From an optimization exercise on the open Yosys and OpenROAD flow, aimed at small area, a short achievable clock period and few clock cycles per item; shortcuts taken in it are not production practice.

== v34 ==
==> flow/design.v <==
`timescale 1ns / 1ps
package acl_pkg;
	localparam int ENTRIES = 16;
	localparam int IDX_W   = 4;
	localparam int IP_W    = 32;
	localparam int MAC_W   = 48;
	localparam int SLOT_W  = 4;
	localparam int CFG_W   = 32;
	localparam logic CFG_OWN_IP = 1'b0;
	localparam logic CFG_MASK   = 1'b1;
	localparam logic CMD_LOOKUP = 1'b0;
	localparam logic CMD_LEARN  = 1'b1;
endpackage
`timescale 1ns / 1ps
module acl_cell (
	input  logic                       clk,
	input  logic                       we,
	input  logic [acl_pkg::IP_W-1:0]   wr_ip,
	input  logic [acl_pkg::MAC_W-1:0]  wr_mac,
	input  logic [acl_pkg::IP_W-1:0]   cmp_ip,
	output logic                       eq,
	output logic [acl_pkg::MAC_W-1:0]  mac
);
	logic [acl_pkg::IP_W-1:0] ip_q;
	logic [acl_pkg::MAC_W-1:0] mac_q;
	always_ff @(posedge clk) begin
		if (we) begin
			ip_q  <= wr_ip;
			mac_q <= wr_mac;
		end
	end
	assign eq  = (ip_q == cmp_ip);
	assign mac = mac_q;
endmodule
`timescale 1ns / 1ps
module arp_cache_lru_unit (
	input  logic              clk,
	input  logic              arst_n,
	input  logic              in_valid,
	output logic              in_stall,
	input  logic              command,
	input  logic [acl_pkg::IP_W-1:0]   ip_addr,
	input  logic [acl_pkg::MAC_W-1:0]  mac_addr,
	output logic              out_valid,
	input  logic              out_stall,
	output logic [acl_pkg::MAC_W-1:0]  found_mac,
	output logic              hit,
	output logic              is_bcast,
	output logic [acl_pkg::SLOT_W-1:0] slot_used,
	input  logic              cfg_we,
	input  logic              cfg_index,
	input  logic [acl_pkg::CFG_W-1:0]  cfg_data
);
	localparam int N     = acl_pkg::ENTRIES;
	localparam int IP_W  = acl_pkg::IP_W;
	localparam int MAC_W = acl_pkg::MAC_W;
	logic [IP_W-1:0]  own_ip_q;
	logic [IP_W-1:0]  mask_q;
	logic             w_vld_q;
	logic             w_cmd_q;
	logic             w_learn_q;      
	logic             w_mac_nz_q;
	logic             w_mac_n1_q;
	logic             w_bcast_q;
	logic             w_same_q;       
	logic [N-1:0]     w_match_q;      
	logic             w_hitraw_q;     
	logic             w_mvict_q;      
	logic [IP_W-1:0]  w_ip_q;
	logic [MAC_W-1:0] w_mac_q;
	logic             prev_any_q;     
	logic             prev_evict_q;   
	logic [N-1:0]     used_q;
	logic             newer_q [N][N];
	logic [N-1:0]     oldest_q;
	logic             out_valid_q;
	logic [MAC_W-1:0] found_q;
	logic             hit_q;
	logic             bcast_q;
	logic [3:0]       slot_q;
	logic             stall;
	logic             in_xfer;
	logic [N-1:0]     eq;
	logic [MAC_W-1:0] ent_mac [N];
	logic [N-1:0]     in_match;
	logic             in_same;
	logic             in_bcast;
	logic             w_acc;
	logic             w_hit;
	logic             wr_hit;
	logic             wr_miss;
	logic [N-1:0]     first_empty;
	logic [N-1:0]     second;
	logic [N-1:0]     alt;
	logic [N-1:0]     target;
	logic [N-1:0]     we;
	logic             hit_oldest;
	logic             renew_oldest;
	logic [3:0]       tgt_idx;
	logic [MAC_W-1:0] sel_mac;
	logic [MAC_W-1:0] res_found;
	logic             res_hit;
	logic             res_bcast;
	logic [3:0]       res_slot;
	assign stall    = out_valid_q && out_stall;
	assign in_stall = out_stall;
	assign in_xfer  = in_valid && !out_stall;
	always_ff @(posedge clk or negedge arst_n) begin
		if (!arst_n) begin
			own_ip_q <= '0;
			mask_q   <= '0;
		end else if (cfg_we) begin
			if (cfg_index == acl_pkg::CFG_MASK) mask_q <= cfg_data;
			else                                own_ip_q <= cfg_data;
		end
	end
	for (genvar g = 0; g < N; g++) begin : g_ent
		acl_cell u_cell (
			.clk    (clk),
			.we     (we[g]),
			.wr_ip  (w_ip_q),
			.wr_mac (w_mac_q),
			.cmp_ip (ip_addr),
			.eq     (eq[g]),
			.mac    (ent_mac[g])
		);
	end
	assign in_match = eq & used_q;
	assign in_same  = (ip_addr == w_ip_q);
	assign in_bcast = (ip_addr == '1) ||
		((mask_q != '0) && (ip_addr == (own_ip_q | ~mask_q)));
	always_ff @(posedge clk or negedge arst_n) begin
		if (!arst_n) begin
			w_vld_q      <= 1'b0;
			prev_any_q   <= 1'b0;
			prev_evict_q <= 1'b0;
		end else if (!stall) begin
			w_vld_q      <= in_xfer;
			prev_any_q   <= w_vld_q && w_acc;
			prev_evict_q <= w_vld_q && w_acc && !w_hit && used_q[N-1];
		end
	end
	always_ff @(posedge clk) begin
		if (in_xfer) begin
			w_cmd_q    <= command;
			w_learn_q  <= (command == acl_pkg::CMD_LEARN) && (ip_addr != '0);
			w_mac_nz_q <= (mac_addr != '0);
			w_mac_n1_q <= (mac_addr != '1);
			w_bcast_q  <= in_bcast;
			w_same_q   <= in_same;
			w_match_q  <= (in_match & ~we) | (we & {N{in_same}});
			w_hitraw_q <= |in_match;
			w_mvict_q  <= |(in_match & oldest_q);
			w_ip_q     <= ip_addr;
			w_mac_q    <= mac_addr;
		end
	end
	assign w_acc = w_learn_q && w_mac_nz_q && w_mac_n1_q;
	assign w_hit = (w_same_q && prev_any_q) || (w_hitraw_q && !(w_mvict_q && prev_evict_q));
	always_comb begin
		for (int i = 0; i < N; i++) begin
			first_empty[i] = !used_q[i] && ((i == 0) || used_q[(i == 0) ? 0 : i-1]);
			second[i] = used_q[i] && !oldest_q[i];
			for (int j = 0; j < N; j++) begin
				if (j > i) second[i] = second[i] && (!used_q[j] || oldest_q[j] || !newer_q[i][j]);
				if (j < i) second[i] = second[i] && (!used_q[j] || oldest_q[j] ||  newer_q[j][i]);
			end
		end
	end
	assign alt     = used_q[N-1] ? oldest_q : first_empty;
	assign wr_hit  = w_vld_q && w_acc && w_hit;
	assign wr_miss = w_vld_q && w_acc && !w_hit;
	assign we      = ({N{wr_hit}} & w_match_q) | ({N{wr_miss}} & alt);
	assign target  = w_hit ? w_match_q : alt;
	always_ff @(posedge clk or negedge arst_n) begin
		if (!arst_n) begin
			used_q <= '0;
		end else if (!stall) begin
			used_q <= used_q | we;
		end
	end
	assign hit_oldest   = |(w_match_q & oldest_q);
	assign renew_oldest = used_q[1] && ((wr_hit && hit_oldest) || (wr_miss && used_q[N-1]));
	always_ff @(posedge clk) begin
		if (!stall) begin
			if (!used_q[0] && w_vld_q && w_acc) begin
				oldest_q <= N'(1);
			end else if (renew_oldest) begin
				oldest_q <= second;
			end
		end
	end
	always_ff @(posedge clk) begin
		if (!stall) begin
			for (int i = 0; i < N; i++) begin
				for (int j = i + 1; j < N; j++) begin
					if (we[i])      newer_q[i][j] <= 1'b1;
					else if (we[j]) newer_q[i][j] <= 1'b0;
				end
			end
		end
	end
	always_comb begin
		tgt_idx = '0;
		sel_mac = '0;
		for (int i = 0; i < N; i++) begin
			if (target[i])    tgt_idx = tgt_idx | 4'(i);
			if (w_match_q[i]) sel_mac = sel_mac | ent_mac[i];
		end
	end
	always_comb begin
		if (w_cmd_q == acl_pkg::CMD_LOOKUP) begin
			res_found = w_bcast_q ? '1 : sel_mac;
			res_hit   = w_bcast_q || w_hit;
			res_bcast = w_bcast_q;
			res_slot  = (w_bcast_q || !w_hit) ? 4'd0 : tgt_idx;
		end else begin
			res_found = '0;
			res_hit   = w_acc;
			res_bcast = 1'b0;
			res_slot  = w_acc ? tgt_idx : 4'd0;
		end
	end
	always_ff @(posedge clk or negedge arst_n) begin
		if (!arst_n) begin
			out_valid_q <= 1'b0;
			found_q     <= '0;
			hit_q       <= 1'b0;
			bcast_q     <= 1'b0;
			slot_q      <= '0;
		end else if (!stall) begin
			out_valid_q <= w_vld_q;
			found_q     <= res_found;
			hit_q       <= res_hit;
			bcast_q     <= res_bcast;
			slot_q      <= res_slot;
		end
	end
	assign out_valid = out_valid_q;
	assign found_mac = found_q;
	assign hit       = hit_q;
	assign is_bcast  = bcast_q;
	assign slot_used = slot_q;
endmodule
Settings: LEC_CHECK=0, ABC_AREA=1, CAP_MARGIN=20, CORE_MARGIN=2, CORE_UTILIZATION=40, SETUP_SLACK_MARGIN=2.8, SLEW_MARGIN=20; clock period 5.0 ns.
run.sh (not shown) runs the stock make flow with config.mk's settings and CLKGATE_MAP_FILE= SYNTH_SCRIPT=/design/flow/synth_recipe.tcl, a recipe that flattens the netlist after the stock synthesis.
### v34 -> v24
-- flow/design.v --
<<< v34, line 72
	logic             prev_evict_q;   
	logic [N-1:0]     used_q;
	logic             newer_q [N][N];
	logic [N-1:0]     oldest_q;
	logic             out_valid_q;
	logic [MAC_W-1:0] found_q;
>>> v24, line 72
	logic             prev_evict_q;   
	logic [N-1:0]     used_q;
	logic [3:0]       lru_q [N];
	logic             out_valid_q;
	logic [MAC_W-1:0] found_q;
<<< v34, line 91
	logic             wr_miss;
	logic [N-1:0]     first_empty;
	logic [N-1:0]     second;
	logic [N-1:0]     alt;
	logic [N-1:0]     target;
	logic [N-1:0]     we;
	logic             hit_oldest;
	logic             renew_oldest;
	logic [3:0]       tgt_idx;
	logic [MAC_W-1:0] sel_mac;
>>> v24, line 90
	logic             wr_miss;
	logic [N-1:0]     first_empty;
	logic [N-1:0]     lru_dec [N];
	logic [N-1:0]     oldest;
	logic [N-1:0]     pos_hit;
	logic [N-1:0]     shift;
	logic [N-1:0]     alt;
	logic [N-1:0]     target;
	logic [N-1:0]     we;
	logic [3:0]       tgt_idx;
	logic [MAC_W-1:0] sel_mac;
<<< v34, line 151
			w_match_q  <= (in_match & ~we) | (we & {N{in_same}});
			w_hitraw_q <= |in_match;
			w_mvict_q  <= |(in_match & oldest_q);
			w_ip_q     <= ip_addr;
			w_mac_q    <= mac_addr;
>>> v24, line 151
			w_match_q  <= (in_match & ~we) | (we & {N{in_same}});
			w_hitraw_q <= |in_match;
			w_mvict_q  <= |(in_match & oldest);
			w_ip_q     <= ip_addr;
			w_mac_q    <= mac_addr;
<<< v34, line 161
		for (int i = 0; i < N; i++) begin
			first_empty[i] = !used_q[i] && ((i == 0) || used_q[(i == 0) ? 0 : i-1]);
			second[i] = used_q[i] && !oldest_q[i];
			for (int j = 0; j < N; j++) begin
				if (j > i) second[i] = second[i] && (!used_q[j] || oldest_q[j] || !newer_q[i][j]);
				if (j < i) second[i] = second[i] && (!used_q[j] || oldest_q[j] ||  newer_q[j][i]);
			end
		end
	end
	assign alt     = used_q[N-1] ? oldest_q : first_empty;
	assign wr_hit  = w_vld_q && w_acc && w_hit;
	assign wr_miss = w_vld_q && w_acc && !w_hit;
>>> v24, line 161
		for (int i = 0; i < N; i++) begin
			first_empty[i] = !used_q[i] && ((i == 0) || used_q[(i == 0) ? 0 : i-1]);
		end
		for (int m = 0; m < N; m++) begin
			lru_dec[m] = N'(1) << lru_q[m];
		end
	end
	assign oldest  = lru_dec[0];
	assign alt     = used_q[N-1] ? oldest : first_empty;
	assign wr_hit  = w_vld_q && w_acc && w_hit;
	assign wr_miss = w_vld_q && w_acc && !w_hit;
<<< v34, line 180
		end
	end
	assign hit_oldest   = |(w_match_q & oldest_q);
	assign renew_oldest = used_q[1] && ((wr_hit && hit_oldest) || (wr_miss && used_q[N-1]));
	always_ff @(posedge clk) begin
		if (!stall) begin
			if (!used_q[0] && w_vld_q && w_acc) begin
				oldest_q <= N'(1);
			end else if (renew_oldest) begin
				oldest_q <= second;
			end
		end
	end
	always_ff @(posedge clk) begin
		if (!stall) begin
			for (int i = 0; i < N; i++) begin
				for (int j = i + 1; j < N; j++) begin
					if (we[i])      newer_q[i][j] <= 1'b1;
					else if (we[j]) newer_q[i][j] <= 1'b0;
				end
			end
		end
	end
>>> v24, line 179
		end
	end
	always_comb begin
		for (int m = 0; m < N; m++) begin
			pos_hit[m] = used_q[N-1-m] && |(lru_dec[m] & w_match_q);
		end
		for (int m = 0; m < N; m++) begin
			shift[m] = wr_miss || (wr_hit && |(pos_hit & ~(N'('1) << (m + 1))));
		end
	end
	always_ff @(posedge clk) begin
		if (!stall) begin
			for (int m = 0; m < N-1; m++) begin
				if (shift[m]) lru_q[m] <= lru_q[m+1];
			end
			if (shift[N-1]) lru_q[N-1] <= tgt_idx;
		end
	end
Notes after the runs:
Any difference in number of nets in the layout between v24 and v34 is small enough to ignore.
The synthesized cell count reported for v24 is smaller than that of v34 by about 6%.
What v24 reported for non-clock buffer count has to be multiplied by 0.58 to get the figure for v34.
Diff v34 -> v24 | via count | increase of about 5%
The multiplexer share of the synthesized area on v24 is in line with that on v34.
No functional check of the RTL was part of any run of this note.

-- what the ideal ports hide --
No port has a modelled driver above. Below, the same layouts with a new extraction and two added sets of constraints.
Step 1 (the two cells are an assumption about what drives the block):
set clk [get_ports {clk}]
set_driving_cell -lib_cell sky130_fd_sc_hd__clkbuf_16 $clk
set_driving_cell -lib_cell sky130_fd_sc_hd__buf_2 [delete_from_list [all_inputs] $clk]
Step 2 adds t to the input delays and takes it off the output delays; t is the mean of the earliest and latest rising clock arrival at the registers after step 1. Input paths then give back, and output paths get back, about the clock's delay inside the block.
Three values: ideal, step 1, step 2; two values: the first two.
run | t, ns | setup slack, ns | hold WS [ns] | cell pins on the clock port's net
v34 | 0.903 | 2.496 / 2.418 / 1.830 | 0.060 / 0.019 / 0.453 | 1
v24 | 0.901 | 2.434 / 2.434 / 1.806 | 0.188 / 0.141 / 0.472 | 1
After both steps every run listed still meets setup and hold. For v34, which loses most, drivers alone change the setup slack by -0.078 ns; drivers and shift together by -0.666 ns.
